Context: an optimization exercise on an open-source flow, tuned for small area, a short achievable clock period and few clock cycles. The choices shown serve that exercise and are no tape-out recipe.
Only simulation tests tie the RTL to the original design; equivalence was not proved.
No activity file was given, so power comes from the tool's default toggle rates.

## before
==> flow/design.v (excerpt) <==
module lsu_top
(
    input  logic      clk,
    input  logic      rst,
    input  logic      req_valid,
    input  lsu_req_t  req,
    output logic      req_ready,
    output logic      resp_valid,
    output lsu_resp_t resp
);
Size: about 2300 flip-flops, about 110 I/O pins, roughly 0.081 mm^2 of cells after synthesis.
export LEC_CHECK = 0
export CAP_MARGIN = 20
export CORE_MARGIN = 2
export CORE_UTILIZATION = 45
export CTS_CLUSTER_DIAMETER = 100
export CTS_CLUSTER_SIZE = 30
export PLACE_DENSITY = 0.75
export SETUP_SLACK_MARGIN = 2.8
export SLEW_MARGIN = 20
create_clock -name core_clock -period 5.0 [get_ports {clk}]
run.sh (not shown) runs the stock make flow with config.mk's settings and CLKGATE_MAP_FILE= SYNTH_SCRIPT=/design/flow/synth_recipe.tcl, a recipe that flattens the netlist after the stock synthesis.
Testbench counts of before, summed over its fixed seeds: cycles 12,024.
Edits applied to the flow inputs when going from before to after:
diff --git a/flow/config.mk b/flow/config.mk
--- a/flow/config.mk
+++ b/flow/config.mk
@@ -13,2 +13,2 @@
-export PLACE_DENSITY = 0.75
-export SETUP_SLACK_MARGIN = 2.8
+export PLACE_DENSITY = 0.6
+export SETUP_SLACK_MARGIN = 3.0
after went all the way through the flow, and no timing, DRC or antenna check failed.
~same number of top-level pins in before and after
~same final hold slack in before and after
after vs. before: global-route usage over all layers moved up, sequential standard cell area essentially unchanged.
Clock network fraction of design power, before and after, higher one = before.
Reported for before and after, number of I/O port buffers turned out identical to the last digit.

---

== job 5331 ==
lsu_top, a different RTL version from the one above (not shown whole).
For scale: roughly 4300 cells after synthesis, about 110 I/O pins, roughly 81000 um2 of cells after synthesis.
==> flow/config.mk <==
export PLATFORM = sky130hd
export DESIGN_NAME = lsu_top
export DESIGN_NICKNAME = lsu_top
export VERILOG_FILES = /design/flow/design.v
export SDC_FILE = /design/flow/constraint.sdc
export NUM_CORES = 4
export LEC_CHECK = 0
export CAP_MARGIN = 20
export CORE_MARGIN = 2
export CORE_UTILIZATION = 45
export PLACE_DENSITY = 0.6
export SETUP_SLACK_MARGIN = 2.2
export SLEW_MARGIN = 20
==> flow/constraint.sdc <==
create_clock -name core_clock -period 5.0 [get_ports {clk}]
set_input_delay 1.0000 -clock core_clock [delete_from_list [all_inputs] [get_ports {clk}]]
set_output_delay 1.0000 -clock core_clock [all_outputs]
set_load 0.01 [all_outputs]
Job 5331 was carried through to the last stage, and its layout satisfied the timing, DRC and antenna checks.
Testbench counts of job 5331, summed over its fixed seeds: cycles 12,024.
For job 2398, these inputs were changed with respect to job 5331:
-- flow/config.mk --
<<< job 5331, line 10
export CORE_UTILIZATION = 45
export PLACE_DENSITY = 0.6
export SETUP_SLACK_MARGIN = 2.2
>>> job 2398, line 10
export CORE_UTILIZATION = 52
export CTS_BUF_LIST = sky130_fd_sc_hd__clkbuf_8 sky130_fd_sc_hd__clkbuf_16
export PLACE_DENSITY = 0.65
export SETUP_SLACK_MARGIN = 2.8
--- outcome ---
The minimum setup slack in the final design number comes out lower for job 5331 vs job 2398. Number of buffers created by CTS came out higher on job 2398 than on job 5331. Going from job 5331 to job 2398, portion of the clock cycle consumed by the worst path in the final layout went down 11 points; utilization now larger; switching component of the power +about 2.4%; total power rose 360 uW; global-route wire length before repair up about 2.6%. Job 2398 has initial antenna violation count above what job 5331 had. Taking job 5331 as the reference point, the antenna diode count of job 2398 rises by 12. Looking at number of nets in the finished design, job 2398 sits 210 higher than job 5331 does. | area growth from synthesis to layout | job 2398 vs job 5331 | 4.7 points higher |.
The following lists how job 4851 was set up differently from job 2398:
-- flow/config.mk --
<<< job 2398, line 10
export CORE_UTILIZATION = 52
export CTS_BUF_LIST = sky130_fd_sc_hd__clkbuf_8 sky130_fd_sc_hd__clkbuf_16
export PLACE_DENSITY = 0.65
>>> job 4851, line 10
export CORE_UTILIZATION = 45
export CTS_CLUSTER_DIAMETER = 100
export CTS_CLUSTER_SIZE = 30
export PLACE_DENSITY = 0.6
[summary]
- Result for job 4851 and job 2398: all clean
- Job 4851 vs job 2398 — post-route fraction of the period consumed by the critical path rose 0.17 points.
- Summary — via count of the first global-routing pass, job 4851 relative to job 2398: lower, by 5.1%.
- Job 4851 ended with less final net count than job 2398.
- Job 4851 against job 2398: maximum fanout along the worst path +6; horizontal die dimension +about 7%; wire length -1100 um.
- Setup slack after layout deteriorates in job 4851 relative to job 2398.
- Comparing job 4851 against job 2398, there is no change at all in number of synthesized register bits.
- Delta (job 4851 minus job 2398): number of buffers inserted by post-CTS setup repair lost 50; count of cell instances traversed by the critical path lost 1; via count lost 2103.
diff inputs: job 4851 => job 2385
-- flow/config.mk --
<<< job 4851, line 11
export CTS_CLUSTER_DIAMETER = 100
export CTS_CLUSTER_SIZE = 30
>>> job 2385, line 11
Notes after the runs:
Job 2385 gives more wire length reported by the detailed router than job 4851 did. Summary of job 2385 over job 4851: final antenna diode count rose by 1, growth of design area from synthesis to finish rose by 5.3 points. Between job 4851 and job 2385, the cell count went up. Job 2385 went all the way through synthesis, placement and routing and the layout is clean on timing, DRC and antenna. Job 4851: all stages complete, timing, DRC and antenna checks passed. Job 4851 was smaller in final cell area than job 2385. Across both runs, cell-internal power was higher for job 2385 than for job 4851.

---

lsu_top with an RTL version that a note above also has.
For scale: about 4500 cells after synthesis, ~2300 flip-flops, about 110 I/O pins, ~0.081 mm2 of cells after synthesis.
==> flow/design.v (excerpt) <==
module lsu_top
(
    input  logic      clk,
    input  logic      rst,
    input  logic      req_valid,
    input  lsu_req_t  req,
    output logic      req_ready,
    output logic      resp_valid,
    output lsu_resp_t resp
);
clock: 5.0 ns
lec_check: 0
cap_margin: 20
core_margin: 2
core_utilization: 45
cts_cluster_diameter: 100
cts_cluster_size: 28
place_density: 0.6
setup_slack_margin: 3.0
slew_margin: 20
Testbench counts at the start, summed over its fixed seeds: cycles 12,024.
Rerun with:
- CTS_CLUSTER_SIZE: 28 -> 30
- SETUP_SLACK_MARGIN: 3.0 -> 2.8
Die area is unchanged.
Total power drops by 0.82%.
Setup slack is worse by 0.014 ns.
Global-route usage hardly moves.
Clock skew climbs by 0.0065 ns.
Register-to-register slack is worse by 0.21 ns.
Routed wire length climbs by 0.38%.
Synthesized cell count stays the same.
Synthesized area is unchanged.
Sequential cell count is unchanged.
Rerun with:
- SETUP_SLACK_MARGIN: 2.8 -> 2.9
Result: The changed run finished with timing, DRC and antenna clean; fmax increases by about 1.2%; setup slack gets better by 0.027 ns; global-route usage hardly moves; worst hold slack hardly moves; power barely changes; cell area barely changes; count of clock-buffer cells in the layout does not change; sequential share of layout area drops by 0.17 points; first-iteration DRC count went down by 6.5%; clock skew hardly moves.
Rerun with:
- CTS_CLUSTER_SIZE: 30 -> 26
- SETUP_SLACK_MARGIN: 2.9 -> 3.2
- The changed run ran to the end with no violations
- via count went up by 5.1%
- wire length came out higher by 9.2%
- design area rises by 6.1%

---

## run a
Another version of the RTL of lsu_top (not shown whole).
Size in the first run: roughly 2200 flip-flops, roughly 0.082 mm2 of cells after synthesis.
==> flow/config.mk <==
export PLATFORM = sky130hd
export DESIGN_NAME = lsu_top
export DESIGN_NICKNAME = lsu_top
export VERILOG_FILES = /design/flow/design.v
export SDC_FILE = /design/flow/constraint.sdc
export NUM_CORES = 4
export LEC_CHECK = 0
export ABC_AREA = 1
export CAP_MARGIN = 20
export CORE_MARGIN = 2
export CORE_UTILIZATION = 45
export PLACE_DENSITY = 0.6
export SLEW_MARGIN = 20
==> flow/constraint.sdc <==
create_clock -name core_clock -period 5.0 [get_ports {clk}]
set_input_delay 1.0000 -clock core_clock [delete_from_list [all_inputs] [get_ports {clk}]]
set_output_delay 1.0000 -clock core_clock [all_outputs]
set_load 0.01 [all_outputs]
Every stage of the flow completed for run a, and the final layout passed the timing, DRC and antenna checks.
Testbench counts of run a, summed over its fixed seeds: cycles 12,016.
--- input diff run a..run b ---
Settings: removing ABC_AREA (formerly 1).
==> comparison <==
Across both runs, area after synthesis was lower for run b than for run a.
In the flow results for run a and run b, the delay of the slowest cell on the worst path is larger on run a.
[compare] base=run a new=run b: cell area after placement moved down; overall power moved up.

==> what the ideal ports hide <==
The flow's constraints put no driver on any port. The routed layouts listed below were extracted and timed again, unchanged, in two steps.
Step 1 assumes that a clkbuf_16 drives the clock port and a buf_2 every other input.
Step 2 adds t to the input delays and takes it off the output delays; t is the mean of the earliest and latest rising clock arrival at the registers after step 1. Input paths then give back, and output paths get back, about the clock's delay inside the block.
a / b / c = ideal / step 1 / step 2; a / b = the first two.
run	shift t [ns]	setup slack, ns	worst setup path after step 2
before	0.826	2.717 / 2.688 / 2.075	input to register
after	0.801	2.787 / 2.714 / 2.276	input to register
job 5331	0.932	2.085 / 2.085 / 1.912	input to register
job 2398	0.921	2.649 / 2.636 / 2.023	input to register
job 4851	0.833	2.640 / 2.640 / 2.180	input to register
job 2385	0.933	2.626 / 2.625 / 2.047	input to register
the first run of note 3	0.812	2.772 / 2.698 / 2.215	input to register
the second run of note 3	0.816	2.758 / 2.700 / 1.944	input to register
the third run of note 3	0.819	2.785 / 2.700 / 2.149	input to register
the fourth run of note 3	0.833	2.778 / 2.702 / 2.365	input to register
run a	0.941	1.403 / 1.403 / 1.403	register to register
run b	0.944	1.049 / 1.049 / 1.049	register to register
After both steps setup and hold are still met in every run listed. The setup slack of the second run of note 3, which loses most, moves by -0.058 ns with the drivers and by -0.814 ns with both steps.
